Source: an optimization exercise on an open RTL-to-GDS flow (aim: small area). Production flows keep margins and buffers that such runs may drop.
In this exercise RTL edits were held to simulation tests only and were not proved equivalent to the original.
Power and IR drop assume default switching activity.

the baseline:
Design dither_top, start of the top module:
module dither_top (
    input  logic [23:0] din,
    input  logic        clk,
    input  logic        rst,
    input  logic        hs_in,
    input  logic        vs_in,
    input  logic        de_in,
    output logic [23:0] dout,
    output logic        hs_out,
    output logic        vs_out,
    output logic        de_out
);
    localparam int NST = 52;
    localparam int NGR = 50;
    logic [NST-1:0] de_sr;
    logic [NST-1:0] hs_sr;
    logic [NST-1:0] vs_sr;
    always_ff @(posedge clk) begin
        de_sr <= {de_sr[NST-2:0], de_in};
        hs_sr <= {hs_sr[NST-2:0], hs_in};
        vs_sr <= {vs_sr[NST-2:0], vs_in};
    end
    logic [4:0] q_hi;    
    logic       q_cy;    
    logic       de_q;
    logic [5:0] w7;
    logic [4:0] w5;
    logic [3:0] w3;
    logic [2:0] w1;
    localparam logic [11:0] COL_RST = 12'd4045;
    logic       all_ok;      
    logic       col_zero;
    logic       ok50;        
    logic       ok51;        
    logic       col_en;
    assign ok50 = all_ok | col_zero;
    assign ok51 = all_ok;
    assign de_q = de_sr[50] & ok50;
    always_ff @(posedge clk) begin
        all_ok <= ~rst & ok50;
    end
    error_quantizer error_quantizer_i (
        .q_hi (q_hi),
        .q_cy (q_cy),
        .w7   (w7),
        .w5   (w5),
        .w3   (w3),
        .w1   (w1)
    );
    logic [11:0] col;
    logic [12:0] ccy;
    assign col_zero = (col == 12'd0);
    assign col_en = (~ok50) | de_q;
    assign ccy[0] = 1'b1;
    for (genvar i = 0; i < 12; i++) begin : g_col
        assign ccy[i+1] = ccy[i] & col[i];
        always_ff @(posedge clk) begin
  ...
Size: roughly 56 I/O pins, about 0.015 mm^2 of cells after synthesis.
==> flow/config.mk <==
export PLATFORM = sky130hd
export DESIGN_NAME = dither_top
export DESIGN_NICKNAME = dither_top
export VERILOG_FILES = /design/flow/design.v
export SDC_FILE = /design/flow/constraint.sdc
export NUM_CORES = 4
export LEC_CHECK = 0
export ABC_AREA = 1
export CAP_MARGIN = 20
export CORE_MARGIN = 2
export CORE_UTILIZATION = 60
export GPL_TIMING_DRIVEN = 0
export SLEW_MARGIN = 20
==> flow/constraint.sdc <==
create_clock -name core_clock -period 7.0 [get_ports {clk}]
set_input_delay 1.4000 -clock core_clock [delete_from_list [all_inputs] [get_ports {clk}]]
set_output_delay 1.4000 -clock core_clock [all_outputs]
set_load 0.01 [all_outputs]
standard.sh (not shown) runs the stock make flow with config.mk's settings and CLKGATE_MAP_FILE= SYNTH_SCRIPT=/design/flow/synth_recipe.tcl, a recipe that flattens the netlist after the stock synthesis.
==> flow/flow/run.sh <==
#!/bin/bash
# Layout flow: the standard flow (standard.sh) with three changes:
#  - after the standard synthesis, its logic is mapped again for area: flip-flops and full-adder
#    cells keep their instances and names; each full adder may be flipped to its dual (all pins
#    inverted, the same function) where that saves inverters (fapol.py); then ABC maps all other
#    logic with an area-only script (remap1.ys, remap2.ys). The flow goes on from that netlist.
#  - clock tree: larger sink clusters on clkbuf_8 leaf buffers and no dummy loads
#  - port buffers: the smallest buffer cell instead of the resizer's pick
# Logs here: standard_synth.log, remap1.log, fapol.log, remap2.log, standard.log; ORFS's per-step
# logs under orfs/logs.
set -euo pipefail
export CTS_ARGS="-sink_clustering_enable -repair_clock_nets -dont_use_dummy_load -sink_clustering_size 20 -sink_clustering_max_diameter 55 -buf_list sky130_fd_sc_hd__clkbuf_8"
export BUFFER_PORTS_ARGS="-buffer_cell sky130_fd_sc_hd__buf_1"
R=$PWD/orfs/results/${FLOW_PLATFORM}/dither_top/base
LIB=$FLOW_HOME/platforms/${FLOW_PLATFORM}/lib/sky130_fd_sc_hd__tt_025C_1v80.lib
YOSYS=$FLOW_HOME/../tools/install/yosys/bin/yosys

bash standard.sh synth > standard_synth.log 2>&1
cp "$R/1_2_yosys.v" "$R/1_2_yosys_standard.v"
sed -e "s#LIBFILE#$LIB#g" -e "s#IN_NETLIST#$R/1_2_yosys_standard.v#" flow/remap1.ys > remap1_run.ys
"$YOSYS" -s remap1_run.ys > remap1.log 2>&1
python3 flow/fapol.py remap_pre.json remap_post.json > fapol.log 2>&1
sed -e "s#LIBFILE#$LIB#g" -e "s#OUT_NETLIST#$R/1_2_yosys.v#" flow/remap2.ys > remap2_run.ys
"$YOSYS" -s remap2_run.ys > remap2.log 2>&1
rm -f "$R/1_synth.odb" "$R/1_synth.sdc"
bash standard.sh finish > standard.log 2>&1
Other scripts of this flow, unchanged in this note and not shown: flow/flow/fapol.py, flow/flow/remap1.ys, flow/flow/remap2.ys
### the baseline -> the candidate
diff --git a/flow/flow/run.sh b/flow/flow/run.sh
--- a/flow/flow/run.sh
+++ b/flow/flow/run.sh
@@ -11,3 +11,3 @@
 set -euo pipefail
-export CTS_ARGS="-sink_clustering_enable -repair_clock_nets -dont_use_dummy_load -sink_clustering_size 20 -sink_clustering_max_diameter 55 -buf_list sky130_fd_sc_hd__clkbuf_8"
+export CTS_ARGS="-sink_clustering_enable -repair_clock_nets -dont_use_dummy_load -sink_clustering_size 20 -sink_clustering_max_diameter 40 -buf_list sky130_fd_sc_hd__clkbuf_8"
 export BUFFER_PORTS_ARGS="-buffer_cell sky130_fd_sc_hd__buf_1"
diff --git a/flow/config.mk b/flow/config.mk
--- a/flow/config.mk
+++ b/flow/config.mk
@@ -11,3 +11,2 @@
 export CORE_UTILIZATION = 60
-export GPL_TIMING_DRIVEN = 0
 export SLEW_MARGIN = 20
Findings:
From the baseline to the candidate the numbers moved as follows: final-layout clock-cell area share saw an increase, total power draw rose 2.0%, number of global-route vias before repair up 1.6%. ~same initial core utilization in the candidate and the baseline. The candidate and the baseline ended up with nearly the same per-cell via count in the routed design.

* * *

dither_top again, from the RTL that the note above started with.
// dither_top
module dither_top (
    input  logic [23:0] din,
    input  logic        clk,
    input  logic        rst,
    input  logic        hs_in,
    input  logic        vs_in,
    input  logic        de_in,
    output logic [23:0] dout,
    output logic        hs_out,
    output logic        vs_out,
    output logic        de_out
);
==> flow/config.mk <==
export PLATFORM = sky130hd
export DESIGN_NAME = dither_top
export DESIGN_NICKNAME = dither_top
export VERILOG_FILES = /design/flow/design.v
export SDC_FILE = /design/flow/constraint.sdc
export NUM_CORES = 4
export LEC_CHECK = 0
export ABC_AREA = 1
export CAP_MARGIN = 20
export CORE_MARGIN = 2
export CORE_UTILIZATION = 60
export SLEW_MARGIN = 20
==> flow/constraint.sdc <==
create_clock -name core_clock -period 7.0 [get_ports {clk}]
set_input_delay 1.4000 -clock core_clock [delete_from_list [all_inputs] [get_ports {clk}]]
set_output_delay 1.4000 -clock core_clock [all_outputs]
set_load 0.01 [all_outputs]
==> flow/flow/run.sh <==
#!/bin/bash
# Layout flow: the standard flow (standard.sh) with three changes:
#  - after the standard synthesis, its combinational cells (all but the flip-flops and the
#    full/half-adder cells, which keep their instances and names) are mapped again by ABC with an
#    area-only script (flow/remap.ys); the flow then goes on from that netlist
#  - clock tree: larger sink clusters on clkbuf_8 leaf buffers and no dummy loads
#  - port buffers: the smallest buffer cell instead of the resizer's pick
# Logs here: standard_synth.log, remap.log, standard.log; ORFS's per-step logs under orfs/logs.
set -euo pipefail
export CTS_ARGS="-sink_clustering_enable -repair_clock_nets -dont_use_dummy_load -sink_clustering_size 20 -sink_clustering_max_diameter 55 -buf_list sky130_fd_sc_hd__clkbuf_8"
export BUFFER_PORTS_ARGS="-buffer_cell sky130_fd_sc_hd__buf_1"
R=$PWD/orfs/results/${FLOW_PLATFORM}/dither_top/base
LIB=$FLOW_HOME/platforms/${FLOW_PLATFORM}/lib/sky130_fd_sc_hd__tt_025C_1v80.lib
YOSYS=$FLOW_HOME/../tools/install/yosys/bin/yosys

bash standard.sh synth > standard_synth.log 2>&1
cp "$R/1_2_yosys.v" "$R/1_2_yosys_standard.v"
sed -e "s#LIBFILE#$LIB#g" -e "s#IN_NETLIST#$R/1_2_yosys_standard.v#" -e "s#OUT_NETLIST#$R/1_2_yosys.v#" \
    flow/remap.ys > remap_run.ys
"$YOSYS" -s remap_run.ys > remap.log 2>&1
rm -f "$R/1_synth.odb" "$R/1_synth.sdc"
bash standard.sh finish > standard.log 2>&1
Other scripts of this flow, unchanged in this note and not shown: flow/flow/remap.ys
Next try:
Settings changed: CORE_UTILIZATION 60 to 80.
Result: The changed run produced a clean layout. Total power rose by 3.1%. Clock-buffer cell count fell by 2. Cell count fell by 4.5%.

re-timing with driven ports:
How much do the figures lean on ideal ports? The routed layouts below were timed once more, with nothing changed but the port constraints. Step 1 sets driving cells, clkbuf_16 on the clock port and buf_2 on the other inputs (assumed; they add their load-dependent delay and slew). Step 2 also shifts input and output timing later by t, the mid clock arrival at the registers, as if the neighbouring blocks saw the same clock. a / b / c = ideal / step 1 / step 2; a / b = the first two.
run	t (ns)	slack for setup (ns)	cell pins on the clock port's net
the baseline	0.554	0.728 / 0.728 / 0.728	1
the candidate	0.584	1.233 / 1.233 / 1.233	1
the first run of note 2	0.566	1.212 / 1.212 / 1.212	1
the second run of note 2	0.584	0.622 / 0.622 / 0.622	1
After both steps setup and hold are still met in every run listed.
